What follows belongs to an exercise in optimizing a design on an open flow for small area, a short achievable clock period and few clock cycles per item; a production flow would make more cautious choices.
The RTL was checked by simulation tests, not by an equivalence proof against the original design.
Power figures rest on the tool's default switching activity, not on a simulated workload.

File: flow/config.mk
export PLATFORM = sky130hd
export DESIGN_NAME = linear_key_value_table
export DESIGN_NICKNAME = linear_key_value_table
export VERILOG_FILES = /design/flow/design.v
export SDC_FILE = /design/flow/constraint.sdc
export NUM_CORES = 4
export LEC_CHECK = 0
export CAP_MARGIN = 20
export CORE_MARGIN = 2
export CORE_UTILIZATION = 60
export PLACE_DENSITY = 0.75
export SETUP_SLACK_MARGIN = 2.0
export SLEW_MARGIN = 20
File: flow/constraint.sdc
create_clock -name core_clock -period 5.0 [get_ports {clk_i}]
set_input_delay 1.0000 -clock core_clock [delete_from_list [all_inputs] [get_ports {clk_i}]]
set_output_delay 1.0000 -clock core_clock [all_outputs]
set_load 0.01 [all_outputs]
File: flow/design.v
package lkvt_pkg;
  localparam int CAPACITY_DEF   = 32;
  localparam int KEY_BITS_DEF   = 16;
  localparam int VALUE_BITS_DEF = 32;
  localparam int KIND_W      = 2;
  localparam int STATUS_W    = 2;
  localparam int COUNT_OUT_W = 6;
  localparam logic [KIND_W-1:0] KIND_LOOKUP = 2'd0;
  localparam logic [KIND_W-1:0] KIND_INSERT = 2'd1;
  localparam logic [KIND_W-1:0] KIND_DELETE = 2'd2;
  localparam logic [STATUS_W-1:0] STAT_DONE      = 2'd0;
  localparam logic [STATUS_W-1:0] STAT_DUPLICATE = 2'd1;
  localparam logic [STATUS_W-1:0] STAT_FULL      = 2'd2;
  localparam logic [STATUS_W-1:0] STAT_ABSENT    = 2'd3;
  typedef struct packed {
    logic start;      
    logic scan_en;    
    logic rd_last;    
    logic wr_ins;     
    logic wr_del;     
    logic out_load;   
  } lkvt_cmd_t;
  typedef struct packed {
    logic scan_hit;    
    logic scan_miss;   
    logic is_insert;
    logic is_delete;
    logic tbl_full;
  } lkvt_sts_t;
endpackage
module linear_key_value_table
#(
  parameter int CAPACITY   = lkvt_pkg::CAPACITY_DEF,
  parameter int KEY_BITS   = lkvt_pkg::KEY_BITS_DEF,
  parameter int VALUE_BITS = lkvt_pkg::VALUE_BITS_DEF,
  localparam int IN_W  = ((KEY_BITS + VALUE_BITS + 7) / 8) * 8,
  localparam int RES_W = 1 + VALUE_BITS + lkvt_pkg::STATUS_W + lkvt_pkg::COUNT_OUT_W + 2,
  localparam int OUT_W = ((RES_W + 7) / 8) * 8
) (
  input  logic              clk_i,
  input  logic              rst_ni,
  input  logic              s_axis_tvalid,
  output logic              s_axis_tready,
  input  logic [IN_W-1:0]   s_axis_tdata,   
  input  logic [lkvt_pkg::KIND_W-1:0] s_axis_tuser,   
  output logic              m_axis_tvalid,
  input  logic              m_axis_tready,
  output logic [OUT_W-1:0]  m_axis_tdata    
);
  localparam int NR    = 4;                   
  localparam int RL    = CAPACITY / NR;       
  localparam int NP    = 2;                   
  localparam int NS    = NR * RL + NP;        
  localparam int CNT_W = $clog2(CAPACITY + 1);
  localparam logic [CNT_W-1:0] CAP_CNT = CNT_W'(CAPACITY);
  localparam int W     = KEY_BITS + VALUE_BITS;
  logic                          rdy_q, exec;
  logic [KEY_BITS-1:0]           key;
  logic [VALUE_BITS-1:0]         val;
  logic                          is_ins, is_del, is_lu;
  assign exec   = s_axis_tvalid && rdy_q;
  assign key    = s_axis_tdata[KEY_BITS-1:0];
  assign val    = s_axis_tdata[KEY_BITS+VALUE_BITS-1:KEY_BITS];
  assign is_ins = (s_axis_tuser == lkvt_pkg::KIND_INSERT);
  assign is_del = (s_axis_tuser == lkvt_pkg::KIND_DELETE);
  assign is_lu  = !is_ins && !is_del;
  assign s_axis_tready = rdy_q;
  logic [NR*RL-1:0]      rvld_q;
  logic [W-1:0]          rdat_q [NR*RL];
  logic [NP-1:0]         pvld_q;
  logic [W-1:0]          pdat_q [NP];
  logic [CNT_W-1:0]      count_q;
  logic [NS-1:0]         svld;
  logic [W-1:0]          sdat [NS];
  always_comb begin
    for (int j = 0; j < NR*RL; j++) begin
      svld[j] = rvld_q[j];
      sdat[j] = rdat_q[j];
    end
    for (int d = 0; d < NP; d++) begin
      svld[NR*RL+d] = pvld_q[d];
      sdat[NR*RL+d] = pdat_q[d];
    end
  end
  logic [NS-1:0]         eq, clr;
  logic                  hit, full, ins_ok, del_ok;
  logic [VALUE_BITS-1:0] rd_val;
  logic [CNT_W-1:0]      count_n;
  always_comb begin
    for (int j = 0; j < NS; j++) begin
      eq[j] = svld[j] && (sdat[j][KEY_BITS-1:0] == key);
    end
  end
  assign hit = |eq;
  assign clr = (exec && is_del) ? eq : '0;
  always_comb begin
    rd_val = '0;
    for (int j = 0; j < NS; j++) begin
      rd_val = rd_val | (sdat[j][W-1:KEY_BITS] & {VALUE_BITS{eq[j]}});
    end
  end
  logic [CNT_W-1:0]      count_p1, count_m1;
  logic                  full_n, empty_n, c_31, c_1, empty;
  assign full     = (count_q == CAP_CNT);
  assign empty    = (count_q == '0);
  assign c_31     = (count_q == CAP_CNT - 1);
  assign c_1      = (count_q == CNT_W'(1));
  assign count_p1 = count_q + CNT_W'(1);
  assign count_m1 = count_q - CNT_W'(1);
  assign ins_ok   = exec && is_ins && !hit && !full;
  assign del_ok   = exec && is_del && hit;
  assign count_n  = ins_ok ? count_p1 : (del_ok ? count_m1 : count_q);
  assign full_n   = ins_ok ? c_31 : (full && !del_ok);
  assign empty_n  = del_ok ? c_1 : (empty && !ins_ok);
  logic [NR-1:0]         rfree, rtgt;
  logic [NP-1:0]         psrc, pgo, ptgt;
  logic                  drain;
  logic [W-1:0]          ddat;
  logic                  dvld;
  always_comb begin
    logic seen;
    seen = 1'b0;
    for (int r = 0; r < NR; r++) begin
      rfree[r] = !rvld_q[r*RL + RL-1];
      rtgt[r]  = rfree[r] && !seen;
      seen     = seen || rfree[r];
    end
    seen = 1'b0;
    for (int d = 0; d < NP; d++) begin
      psrc[d] = pvld_q[d] && !seen;
      seen    = seen || pvld_q[d];
    end
  end
  assign drain = (|pvld_q) && (|rfree);
  assign pgo   = drain ? psrc : '0;
  always_comb begin
    ddat = '0;
    dvld = 1'b0;
    for (int d = 0; d < NP; d++) begin
      ddat = ddat | (pdat_q[d] & {W{psrc[d]}});
      dvld = dvld | (psrc[d] && !clr[NR*RL+d]);
    end
  end
  always_comb begin
    logic seen;
    seen = 1'b0;
    for (int d = 0; d < NP; d++) begin
      ptgt[d] = (!pvld_q[d] || pgo[d]) && !seen;
      seen    = seen || !pvld_q[d] || pgo[d];
    end
  end
  logic [NR*RL-1:0]      rvld_n;
  logic [NP-1:0]         pvld_n;
  always_comb begin
    for (int r = 0; r < NR; r++) begin
      for (int i = 1; i < RL; i++) begin
        rvld_n[r*RL+i] = rvld_q[r*RL+i-1] && !clr[r*RL+i-1];
      end
      if (drain && rtgt[r]) begin
        rvld_n[r*RL] = dvld;
      end else begin
        rvld_n[r*RL] = rvld_q[r*RL+RL-1] && !clr[r*RL+RL-1];
      end
    end
    for (int d = 0; d < NP; d++) begin
      pvld_n[d] = (pvld_q[d] && !pgo[d] && !clr[NR*RL+d]) || (ins_ok && ptgt[d]);
    end
  end
  always_ff @(posedge clk_i or negedge rst_ni) begin
    if (!rst_ni) begin
      rvld_q  <= '0;
      pvld_q  <= '0;
      count_q <= '0;
    end else begin
      rvld_q  <= rvld_n;
      pvld_q  <= pvld_n;
      count_q <= count_n;
    end
  end
  always_ff @(posedge clk_i) begin
    for (int r = 0; r < NR; r++) begin
      for (int i = 1; i < RL; i++) begin
        rdat_q[r*RL+i] <= rdat_q[r*RL+i-1];
      end
      rdat_q[r*RL] <= (drain && rtgt[r]) ? ddat : rdat_q[r*RL+RL-1];
    end
    for (int d = 0; d < NP; d++) begin
      if (exec && is_ins && ptgt[d]) begin
        pdat_q[d] <= {val, key};
      end
    end
  end
  logic                          r_v, s_v, take;
  logic                          r_v_d, s_v_d;
  logic [RES_W-1:0]              r_q, s_q, res_n;
  logic [lkvt_pkg::STATUS_W-1:0] stat;
  logic                          room_n, pfree_n;
  always_comb begin
    if (is_ins) begin
      stat = hit ? lkvt_pkg::STAT_DUPLICATE : (full ? lkvt_pkg::STAT_FULL : lkvt_pkg::STAT_DONE);
    end else begin
      stat = hit ? lkvt_pkg::STAT_DONE : lkvt_pkg::STAT_ABSENT;
    end
  end
  assign res_n = {empty_n, full_n, lkvt_pkg::COUNT_OUT_W'(count_n),
                  stat, (is_lu ? rd_val : '0), hit};
  assign take  = r_v && m_axis_tready;
  assign r_v_d = (r_v && !take) || s_v || exec;
  assign s_v_d = s_v ? !take : (exec && r_v && !take);
  always_comb begin
    logic rf;
    rf = 1'b0;
    for (int r = 0; r < NR; r++) begin
      rf = rf || !rvld_n[r*RL + RL-1];
    end
    room_n  = !(r_v_d && s_v_d);
    pfree_n = !(&pvld_n) || rf || full_n;
  end
  always_ff @(posedge clk_i or negedge rst_ni) begin
    if (!rst_ni) begin
      r_v   <= 1'b0;
      s_v   <= 1'b0;
      rdy_q <= 1'b1;
    end else begin
      r_v   <= r_v_d;
      s_v   <= s_v_d;
      rdy_q <= room_n && pfree_n;
    end
  end
  always_ff @(posedge clk_i) begin
    if (!r_v || take) begin
      r_q <= s_v ? s_q : res_n;
    end
    if (!s_v) begin
      s_q <= res_n;
    end
  end
  assign m_axis_tvalid = r_v;
  assign m_axis_tdata  = OUT_W'(r_q);
endmodule
File: flow/run.sh
#!/bin/bash
# synth_recipe.tcl (not shown) runs the flow's synth.tcl, then flattens the netlist and writes it again
# the make line also repeats each setting of config.mk as NAME=value (left out here)
make -C /OpenROAD-flow-scripts/flow DESIGN_CONFIG=/design/flow/config.mk WORK_HOME=/design/flow/orfs CLKGATE_MAP_FILE= SYNTH_SCRIPT=/design/flow/synth_recipe.tcl finish
==> results of run 1 <==
==> stage by stage <==
step	hold slack, ns	power (uW)
3_5_place_dp	0.336	17200
2_1_floorplan	0.331	16400
3_3_place_gp	0.331	17200
4_1_cts	0.298	29900
5_1_grt	0.305	30800
6_report	0.291	30200
==> cells by family after synthesis <==
logic type / count (synthesis) / share of synthesized area [%]
flip-flops: 1761 / 66.9
multiplexers: 6 / 0.116
AND/OR/NAND/NOR: 969 / 9.83
adder cells (fa/ha/maj): 5 / 0.114
buffers and inverters: 227 / 2.20
other: 1 / 0.00681
XOR/XNOR: 549 / 8.76
AO/OA/AOI/OAI: 922 / 12.1
==> area by class of cell <==
class                   count  area share, %
diodes                     10         0.0361
clock buffers             242           6.92
clock inverters            59           1.12
inverters                  13         0.0704
multi-input cells        2456           28.5
flip-flops and latches   1761           53.2
well taps                1186           2.14
repair buffers            463           8.02
==> power by group <==
part | leakage, uW | switching (uW) | total (uW) | internal (uW)
logic | 0.00894 | 1210 | 2030 | 815
registers | 0.0147 | 462 | 15300 | 14800
clock network | 0.00272 | 5560 | 12900 | 7340
==> path summary, 6_finish.rpt <==
kind / cells past startpoint / slack [ns] / startpoint / end
min: 1 / 0.29 / rst_ni / rvld_q[17]$_DFF_PN0_
min reg2reg: 0 / 0.33 / rdat_q[14][33]$_DFF_P_ / rdat_q[15][33]$_DFF_P_
max in group asynchronous: 2 / 3.78 / rst_ni / pvld_q[0]$_DFF_PN0_
min in group core_clock: 0 / 0.33 / rdat_q[14][33]$_DFF_P_ / rdat_q[15][33]$_DFF_P_
max: 12 / 1.73 / s_axis_tdata[11] / r_q[40]$_DFFE_PN_
max reg2reg: 11 / 1.75 / rdat_q[1][11]$_DFF_P_ / r_q[40]$_DFFE_PN_
==> placed cells by master, fill, tap and decap left out, drive strengths merged, types with 139 or more instances in the layout <==
cell	count
a21oi	172
a22oi	320
buf	364
clkbuf	254
dfxtp	1579
edfxtp	139
nand2	193
nand3	157
nand4	160
nor2	193
xnor2	392
xor2	157
==> critical path: stages <==
cell and delay (ns):
buf_8 0.15, xnor2_1 0.37, nand2_1 0.14, or4b_4 0.54
nor4_2 0.36, buf_4 0.22, or4_4 0.15, nor4b_4 0.05
and3_4 0.20, nor4b_4 0.29, o21a_1 0.20, o31ai_2 0.08
==> metal layers <==
metal / vias up / part of all wire, %
met5: - / 0.023
met4: 6 / 7.8
met3: 986 / 14
met2: 3736 / 43
li1: 17000 / -
met1: 20300 / 35
==> what timing repair did <==
action	4_1_cts	5_1_grt
setup buffers	102	84
endpoints found under the setup margin	101	124
pin swaps	62	103
hold buffers	0	0
gates resized for setup	245	247
cloned	12	14
==> cells in the mapped netlist (8+ instances only) <==
| master | n |
|---|---|
| nor4b_1 | 13 |
| nand2b_1 | 15 |
| xor2_1 | 157 |
| inv_1 | 13 |
| buf_6 | 26 |
| buf_4 | 31 |
| buf_2 | 38 |
| o41ai_1 | 35 |
| nor4_4 | 11 |
| nand2_1 | 193 |
| o21ai_0 | 66 |
| nand3_1 | 157 |
| a22oi_1 | 320 |
| a221oi_1 | 128 |
| edfxtp_1 | 139 |
| clkbuf_1 | 106 |
| buf_1 | 13 |
| or4b_1 | 13 |
| nand4b_1 | 11 |
| nand4_1 | 160 |
| nor4_1 | 89 |
| nor3_1 | 22 |
| o21ai_1 | 25 |
| dfxtp_1 | 1579 |
| a21oi_1 | 172 |
| xnor2_1 | 390 |
| a22o_1 | 128 |
| a21boi_0 | 27 |
| nor4_2 | 27 |
| and4b_1 | 8 |
| nor2_1 | 192 |
| dfrtp_1 | 42 |
| and3_1 | 19 |
==> state kept, by name (all words and copies together) (netlist names) <==
signal and flops:
count_q 6, pdat_q 96, pvld_q 2, r_q 43, r_v 1, rdat_q 1536, rdy_q 1, rvld_q 32
s_q 43, s_v 1
==> summary.md, run 1 <==
| Metric | Value |
|---|---|
| Status | `timing/DRC/antenna clean` |
| Setup TNS | `0 ns` |
| Ports | `104` |
| Area of the die | `94200 um2` |
| Total GRT Usage | `39.1%` |
| Slew headroom | `17.5%` |
| Sink Count | `1761` |
| Most used DFF post-synth | `dfxtp_1` |
| Die width | `307 um` |
| Post-placement cell area | `58800 um2` |
| Worst slack at placement | `0.436 ns` |
| Synth Instances | `4440` |
| DRT Pass-1 Iters | `10` |
| Final slew viol count | `0` |
| Row cnt | `111` |
| Leak | `0.0263 uW` |
| Met1 GRT Util | `50.6%` |
| Drt via density | `6.79` |
| Worst Tran Pin Value | `1.24 ns` |
| # DRC | `0` |
| Met2 Track Usage GR | `58.5%` |
| WL/cell | `32.5 um` |
| Setup violators final | `0` |
| Final core utilization | `75.9%` |
| Initial antenna violation count | `6` |
| Max-cap viol count | `0` |
| Register area share after synthesis | `66.9%` |
| Post-Layout Inst Area | `69400 um2` |
| Skew-Pair Late Insertion Delay | `0.80 ns` |
| Final Hold Violating Endpoints | `0` |
| Minimum clock period | `3.27 ns` |
| Post-synth top area share | `57.4%` |
| Largest net degree at the start of global routing | `68` |
| Distinct cells, synth | `73` |
| Hold crit path type | `input pin to async pin` |
| Initial core utilization | `60.3%` |
| EDFF count, synth | `139` |
| CTS tree | `yes` |
| CP arrival | `3.77 ns` |
| Met3 GRT Util | `10.9%` |
| Synth Cell Area | `55100 um2` |
| Root buf cell | `clkbuf_16` |
| Worst-path fanout max | `10` |
| Tcrit/Tclk final | `65.4%` |
| Final setup margin | `1.73 ns` |
| H-tree Lvls | `4` |
| Total via count in the routed design | `42.1k` |
| Peak supply drop | `0.348 mV` |
| Initial DRC count | `6862` |
| Fill count | `5239` |
| GP Congestion | `0.974` |
| Register bit total from synthesis | `1761` |
| Core area | `91400 um2` |
| DP HPWL | `111000 um` |
| Share of cells above drive strength 1 | `19.5%` |
| Startpoint types | `input pin` |
| Synth area leader | `dfxtp_1` |
| Die Y-Extent | `307 um` |
| Routed Antenna Nets | `0` |
| Dpl cells | `5667` |
| RSZ-0062 raised after global routing | `yes` |
| Yosys warnings | `4` |
| Global-route wire length before repair | `268000 um` |
| Vias in the first global route | `40.2k` |
| Maximum clock rate | `306 MHz` |
| Clk slew on worst S/H paths | `0.07 ns` |
| Combined area of the multi-input logic cells | `19800 um2` |
| Worst EP required | `5.50 ns` |
| Total grt overflow | `0` |
| Post-Syn Area per Cell | `12.4 um2` |
| Nets | `4916` |
| Crit end category | `register` |
| Sequential Area | `36900 um2` |
| Fraction of registers with async set/reset | `2.44%` |
| Crit path kind | `input pin to register` |
| Total power per unit cell area | `436 nW/um2` |
| Final Skew | `0.0345 ns` |
| Leading post-synthesis cells by cell area | `dfxtp_1, edfxtp_1, xnor2_1, a22oi_1, xor2_1` |
| CTS Buf Count | `162` |
| Area Overhead vs Synth | `25.9%` |
| GR peak layer | `met2` |
| Longest Clk Path Bufs | `3` |
| DRT Wirelength | `201000 um` |
| Port-buffer cells | `98` |
| Fin cells | `6190` |
Testbench counts, summed over its fixed seeds: cycles 12,076, items 12,000.
==> inputs of run 2 (changes only) <==
--- a/flow/config.mk
+++ b/flow/config.mk
@@ -9,4 +9,4 @@
 export CORE_MARGIN = 2
-export CORE_UTILIZATION = 60
-export PLACE_DENSITY = 0.75
+export CORE_UTILIZATION = 40
+export PLACE_DENSITY = 0.6
 export SETUP_SLACK_MARGIN = 2.0
==> run 2 against run 1 <==
Effect of this change: still clean on timing, DRC and antenna; sequential cell count did not move; synthesized cell count did not move; maximum frequency fell by 0.25%; wire length rose by 3.4%; non-clock buffer count rose by 16; largest cell class unchanged.
==> summary.md, run 2 <==
| Metric | Value |
|---|---|
| Fill count | `11.5k (+120%)` |
| Post-synth top area share | `57.4% (unchanged)` |
| Cell Chain, Critical Path | `buf_12 -> bufbuf_16 -> buf_6 -> xnor2_2 -> nand4_1 -> nor4_4 -> buf_6 -> nor4_4 -> nand3_2 -> nand4b_4 -> buf_6 -> o311ai_4 -> mux2i_1 -> a221o_1` |
| Worst Tran Pin Value | `1.14 ns (-0.0927 ns)` |
| Total GRT Usage | `28.0% (-11 points)` |
| Die width | `375 um (+22%)` |
| Synth area leader | `dfxtp_1` |
| Maximum clock rate | `305 MHz (-0.25%)` |
| Core area | `137000 um2 (+50%)` |
| Clk slew on worst S/H paths | `0.07 ns (about the same)` |
| Commonest cells after routing, fill and taps aside | `dfxtp_1, xnor2_1, a22oi_1` |
| CP max-delay cell | `nor4_4` |
| Vias in the first global route | `39.6k (-1.5%)` |
| RSZ-0062 raised after global routing | `yes` |
| Synth Cell Area | `55100 um2 (unchanged)` |
| Most frequent cell after synthesis | `dfxtp_1` |
| Hold crit path type | `input pin to async pin` |
| Initial core utilization | `40.2% (-20 points)` |
| Crit end category | `register` |
| CTS tree | `yes` |
| Final Hold Violating Endpoints | `0 (unchanged)` |
| Longest Clk Path Bufs | `3 (unchanged)` |
| Sink Count | `1761 (unchanged)` |
| DRT Wirelength | `208000 um (+3.4%)` |
| Initial DRC count | `5354 (-22%)` |
| Tcrit/Tclk final | `65.5% (+0.16 points)` |
| Slew headroom | `23.7% (+6.2 points)` |
| Commonest non-fill, non-tap cell in the layout | `dfxtp_1` |
| Total power per unit cell area | `430 nW/um2 (-1.4%)` |
| Drt via density | `5.89 (-13%)` |
| Final Skew | `0.0357 ns (+0.00125 ns)` |
| Largest regs | `rdat_q x1536, pdat_q x96` |
| CP arrival | `3.84 ns (+0.07 ns)` |
| Setup TNS | `0 ns (unchanged)` |
| Synth Instances | `4440 (unchanged)` |
| Area of the die | `141000 um2 (+49%)` |
| Sequential Area | `36900 um2 (about the same)` |
| Crit path largest cell delay | `0.35 ns (-0.19 ns)` |
| Distinct cells, synth | `73 (unchanged)` |
| Crit Reg-Reg Startpoint | `rdat_q[16][9]$_DFF_P_` |
| Post-Syn Area per Cell | `12.4 um2 (unchanged)` |
| Initial antenna violation count | `9 (+3)` |
| Most used DFF post-synth | `dfxtp_1` |
| Worst EP required | `5.56 ns (+0.06 ns)` |
| Register area share after synthesis | `66.9% (unchanged)` |
| Peak supply drop | `0.312 mV (-10%)` |
| Fraction of registers with async set/reset | `2.44% (unchanged)` |
| Setup violators final | `0 (unchanged)` |
| Largest register FFs | `1536 (unchanged)` |
| Area Overhead vs Synth | `28.7%` |
| WL/cell | `30.5 um (-6.1%)` |
| GP Congestion | `0.950 (-2.5%)` |
| Crit path kind | `input pin to register` |
| CTS Buf Count | `170 (+4.9%)` |
| Routed Antenna Nets | `0 (unchanged)` |
| Combined area of the multi-input logic cells | `19900 um2 (+0.73%)` |
| Skew-Pair Late Insertion Delay | `0.82 ns (+0.02 ns)` |
| # DRC | `0 (unchanged)` |
| Nets | `4940 (+0.49%)` |
| Synth cell count leaders | `dfxtp_1, xnor2_1, a22oi_1` |
| Most used cell, CP | `buf_6` |
| FF-to-FF End | `r_q[35]$_DFFE_PN_` |
| Total via count in the routed design | `40.1k (-4.6%)` |
| Total grt overflow | `0 (unchanged)` |
| Yosys warnings | `4 (unchanged)` |
| Minimum clock period | `3.28 ns (+0.00824 ns)` |
| DP HPWL | `118000 um (+6.3%)` |
| Register bit total from synthesis | `1761 (unchanged)` |
| Port-buffer cells | `98 (unchanged)` |
| Startpoint types | `input pin` |
| Die Y-Extent | `375 um (+22%)` |
| Max-cap viol count | `0 (unchanged)` |
| Ports | `104 (unchanged)` |
| DRT Pass-1 Iters | `6 (-4)` |
| Global-route wire length before repair | `284000 um (+5.9%)` |
| Leading post-synthesis cells by cell area | `dfxtp_1, edfxtp_1, xnor2_1, a22oi_1, xor2_1` |
| R2r worst-path depth | `11 (unchanged)` |
| Worst hold margin | `0.201 ns (-0.0905 ns)` |
| Leak | `0.0268 uW (+1.8%)` |
| FF-to-FF setup slack | `1.84 ns (+0.09 ns)` |
| Final slew viol count | `0 (unchanged)` |
| Row cnt | `136 (+23%)` |
| Root buf cell | `clkbuf_16` |
| H-tree Lvls | `4 (unchanged)` |
| Hold buffers post-CTS | `0 (unchanged)` |
| Largest register by flop count | `rdat_q` |
| Largest net degree at the start of global routing | `61 (-10%)` |
| Final core utilization | `51.7% (-24 points)` |
| EDFF count, synth | `139 (unchanged)` |
| Status | `timing/DRC/antenna clean` |
| Worst-path fanout max | `5 (-5)` |
| Share of cells above drive strength 1 | `20.6% (+1.1 points)` |
[run 2: layout make-up]
cell class              instances  area share, %
clock inverters                81           1.22
inverters                      13         0.0688
well taps                    1794           3.17
clock buffers                 231           6.80
multi-input cells            2456           28.1
diodes                          1        0.00353
flip-flops and latches       1761           52.0
repair buffers                479           8.61
[run 2: kinds of logic after synthesis]
family          synth area share, %
compound gates                 12.1
flops                          66.9
fa+ha+maj                     0.114
mux                           0.116
buf+inv                        2.20
simple gates                   9.83
xor+xnor                       8.76
other cells                 0.00681
[run 2: worst max path at each step]
stage / from / end / slack (ns) / depth (start not counted)
2_1_floorplan: s_axis_tdata[15] / r_q[35]$_DFFE_PN_ / 1.35 / 13
3_3_place_gp: s_axis_tdata[0] / r_q[37]$_DFFE_PN_ / 0.37 / 12
3_5_place_dp: s_axis_tdata[7] / r_q[36]$_DFFE_PN_ / 0.21 / 12
4_1_cts: s_axis_tdata[11] / r_q[35]$_DFFE_PN_ / 1.87 / 14
5_1_grt: s_axis_tdata[8] / r_q[38]$_DFFE_PN_ / 1.68 / 14
6_report: s_axis_tdata[5] / r_q[38]$_DFFE_PN_ / 1.72 / 14
[run 2: power breakdown]
part,switching (uW),internal [uW]
Clock,5680,7400
Sequential,482,14800
Combinational,1220,849
Total,7380,23100
[run 2: timing repair]
item,CTS,global route
endpoints found under the setup margin,135,99
setup buffers,116,71
pin swaps,97,115
hold endpoints to repair,0,0
cloned,25,11
resized for setup,281,243
[run 2: critical path, delay by kind of cell]
| kind | cells | cell delay (ns) |
|---|---|---|
| AND/OR/NAND/NOR | 5 | 1.09 |
| buffers and inverters | 5 | 0.90 |
| AO/OA/AOI/OAI | 2 | 0.53 |
| multiplexers | 1 | 0.15 |
| XOR/XNOR | 1 | 0.14 |
[run 2: layer usage]
metal	track usage [%]	wire length [um]
met1	37.2	82800
met2	42.4	91000
met3	7.47	23400
met4	13.4	10700
met5	0	34
[run 2: stage by stage]
stage,setup slack (ns),cells,power (uW),instance area [um2]
4_1_cts,1.87,6733,30400,68700
5_1_grt,1.68,6815,31300,70900
6_report,1.72,6816,30500,70900
3_5_place_dp,0.210,6280,17300,59700
2_1_floorplan,1.35,4444,16400,55800
3_3_place_gp,0.372,6280,17300,59700
==> inputs of run 3 (changes only) <==
--- a/flow/config.mk
+++ b/flow/config.mk
@@ -11,3 +11,2 @@
 export PLACE_DENSITY = 0.6
-export SETUP_SLACK_MARGIN = 2.0
 export SLEW_MARGIN = 20
==> run 3 against run 2 <==
Effect of this change: still clean on timing, DRC and antenna; critical path depth fell by 1; setup slack got worse by 0.73 ns; clock power is essentially flat; sequential share of layout area rose by 4.7 points; global-route usage shrank 2.3 points; cell count is 3.2% lower; area after synthesis stayed put; critical path type unchanged.
==> summary.md, run 3 <==
| Metric | Value |
|---|---|
| Global-route wire length before repair | `262000 um (-7.5%)` |
| Area of the die | `141000 um2 (unchanged)` |
| GP Congestion | `0.934 (-1.6%)` |
| Minimum clock period | `4.01 ns (+0.732 ns)` |
| Commonest non-fill, non-tap cell in the layout | `dfxtp_1` |
| Synth area leader | `dfxtp_1` |
| Post-Layout Inst Area | `65100 um2 (-8.2%)` |
| Tot Pwr | `30000 uW (-1.7%)` |
| Final Skew | `0.0262 ns (-0.00949 ns)` |
| Max-cap viol count | `0 (unchanged)` |
| Largest register by flop count | `rdat_q` |
| Register area share after synthesis | `66.9% (unchanged)` |
| Setup TNS | `0 ns (unchanged)` |
| Initial core utilization | `40.2% (unchanged)` |
| Longest Clk Path Bufs | `3 (unchanged)` |
| Fraction of registers with async set/reset | `2.44% (unchanged)` |
| CTS tree | `yes` |
| Largest register FFs | `1536 (unchanged)` |
| Total grt overflow | `0 (unchanged)` |
| H-tree Lvls | `4 (unchanged)` |
| Skew-Pair Late Insertion Delay | `0.80 ns (-0.02 ns)` |
| Initial antenna violation count | `3 (-6)` |
| Startpoint types | `input pin` |
| Worst Tran Pin Value | `1.12 ns (-0.0285 ns)` |
| Clk slew on worst S/H paths | `0.06 ns (about the same)` |
| Ports | `104 (unchanged)` |
| Crit path kind | `input pin to register` |
| Most used DFF post-synth | `dfxtp_1` |
| Row cnt | `136 (unchanged)` |
| Peak supply drop | `0.227 mV (-27%)` |
| Root buf cell | `clkbuf_16` |
| WL/cell | `28.0 um (-8.2%)` |
| # DRC | `0 (unchanged)` |
| Final Hold Violating Endpoints | `0 (unchanged)` |
| CP arrival | `4.61 ns (+0.77 ns)` |
| Slew headroom | `25.6% (+1.9 points)` |
| CTS Buf Count | `171 (+0.59%)` |
| Vias in the first global route | `37.9k (-4.4%)` |
| Routed Antenna Nets | `0 (unchanged)` |
| Area Overhead vs Synth | `18.1%` |
| Final core utilization | `47.4% (-4.2 points)` |
| EDFF count, synth | `139 (unchanged)` |
| Synth cell count leaders | `dfxtp_1, xnor2_1, a22oi_1` |
| Initial DRC count | `4480 (-16%)` |
| Largest regs | `rdat_q x1536, pdat_q x96` |
| Worst EP required | `5.60 ns (+0.04 ns)` |
| Post-synth top area share | `57.4% (unchanged)` |
| Crit end category | `register` |
| Worst-path fanout max | `10 (+5)` |
| DRT Pass-1 Iters | `6 (unchanged)` |
| Hold crit path type | `input pin to async pin` |
| Leading post-synthesis cells by cell area | `dfxtp_1, edfxtp_1, xnor2_1, a22oi_1, xor2_1` |
| Total via count in the routed design | `37.7k (-6.2%)` |
| Share of cells above drive strength 1 | `11.1% (-9.5 points)` |
| Total GRT Usage | `25.7% (-2.3 points)` |
| Total power per unit cell area | `461 nW/um2 (+7.1%)` |
| RSZ-0062 raised after global routing | `no` |
| Maximum clock rate | `249 MHz (-18%)` |
| Commonest cells after routing, fill and taps aside | `dfxtp_1, xnor2_1, a22oi_1` |
| Synth Cell Area | `55100 um2 (unchanged)` |
| Total setup buffers inserted after CTS | `0 (-100%)` |
| Setup violators final | `0 (unchanged)` |
| Post-Syn Area per Cell | `12.4 um2 (unchanged)` |
| Distinct cells, synth | `73 (unchanged)` |
| Sink Count | `1761 (unchanged)` |
| Hold buffers post-CTS | `0 (unchanged)` |
| Die Y-Extent | `375 um (unchanged)` |
| Core area | `137000 um2 (unchanged)` |
| Largest net degree at the start of global routing | `68 (+11%)` |
| Post_cts resized | `0 (-100%)` |
| Leak | `0.0237 uW (-12%)` |
| Nets | `4717 (-4.5%)` |
| Most frequent cell after synthesis | `dfxtp_1` |
| Synth Instances | `4440 (unchanged)` |
| Final slew viol count | `0 (unchanged)` |
| Tcrit/Tclk final | `80.2% (+15 points)` |
| Fill count | `12.1k (+5.3%)` |
| Port-buffer cells | `98 (unchanged)` |
| Register bit total from synthesis | `1761 (unchanged)` |
| DP HPWL | `116000 um (-1.6%)` |
| Post-placement cell area | `59300 um2 (-0.60%)` |
| Antenna diode count | `0 (-1)` |
| Status | `timing/DRC/antenna clean` |
| DRT Wirelength | `185000 um (-11%)` |
| Worst hold margin | `0.0947 ns (-0.106 ns)` |
| Yosys warnings | `4 (unchanged)` |
| Drt via density | `5.71 (-3.1%)` |
| Die width | `375 um (unchanged)` |
==> run 3: cell counts after synthesis <==
No cell type changed its count.
==> run 3: critical path, cell delays in order <==
cell and delay (ns):
buf_2 0.44, buf_4 0.32, xnor2_1 0.18, nand2_1 0.08, or4b_2 0.63, nor4_1 0.33, buf_4 0.23, or4_1 0.23
nor4b_2 0.09, and3_1 0.19, nor4b_1 0.49, nor3_1 0.12, o31ai_1 0.25
==> run 3: final timing paths <==
path                            slack [ns]  cells past startpoint                    end                  start
worst min-delay path                  0.09                      1          s_v$_DFF_PN0_                 rst_ni
worst max-delay path                  0.99                     13      r_q[40]$_DFFE_PN_       s_axis_tdata[14]
min in group core_clock               0.34                      0  rdat_q[4][21]$_DFF_P_  rdat_q[3][21]$_DFF_P_
worst max register to register        1.40                     10      r_q[37]$_DFFE_PN_  rdat_q[27][2]$_DFF_P_
worst min register to register        0.34                      0  rdat_q[4][21]$_DFF_P_  rdat_q[3][21]$_DFF_P_
max in group asynchronous             3.94                      2    rvld_q[5]$_DFF_PN0_                 rst_ni
==> run 3: layer usage <==
layer | GRT usage [%] | vias up | part of all wire (%)
met4 | 10.2 | 0 | 4.0
met1 | 34.6 | 18600 | 42
met3 | 5.17 | 438 | 8.7
met2 | 40.5 | 1957 | 45
met5 | 0 | - | 0
li1 | - | 16600 | -
==> run 3: cell families (layout without fill, tap and decap cells) <==
group | after synthesis | in the layout | synth area share (%)
other cells | 1 | 5 | 0.00681
xor+xnor | 549 | 549 | 8.76
buf+inv | 227 | 585 | 2.20
mux | 6 | 6 | 0.116
flops | 1761 | 1761 | 66.9
compound gates | 922 | 922 | 12.1
simple gates | 969 | 969 | 9.83
fa+ha+maj | 5 | 5 | 0.114
==> run 3: final cells by class <==
cell class	count	area, um2	share of cell area (%)
sequential	1761	36900	56.7
multi-input combinational	2456	17400	26.8
clock buffer	256	5020	7.71
timing repair buffer	255	2750	4.23
tap	1794	2240	3.45
clock inverter	61	712	1.09
inverter	13	48.8	0.0750
==> run 3: through the flow <==
step,setup WS [ns],std cells
final,0.991,6596
after global routing,0.981,6596
after CTS,1.12,6596
after detailed placement,0.281,6279
after global placement,0.407,6279
after floorplan,0.803,4444
==> run 3: where the power goes <==
group          internal, uW  switching (uW)  total, uW
clock                  7510            5540      13100
combinational           611            1010       1620
sequential            14900             436      15300

-- separate check: timing with driven ports --
No port has a modelled driver above. Below, the same layouts with a new extraction and two added sets of constraints. Step 1 assumes that a clkbuf_16 drives the clock port and a buf_2 every other input. Step 2, shift: input delay + t, output delay - t, t = (earliest + latest rising clock arrival at the registers) / 2. This alone moves slack from input paths to output paths. Three values: ideal ports, drivers, drivers and shift; two values: the first two.
run | t (ns) | setup WS [ns] | latest minus earliest clock arrival (ns)
run 1 | 0.857 | 1.731 / 1.745 / 0.905 | 0.039 / 0.039
run 2 | 0.884 | 1.723 / 1.746 / 0.862 | 0.038 / 0.038
run 3 | 0.859 | 0.991 / 1.040 / 0.182 | 0.027 / 0.027
After both steps every run listed still meets setup and hold. The setup slack of run 2, which loses most, moves by +0.023 ns with the drivers and by -0.861 ns with both steps.
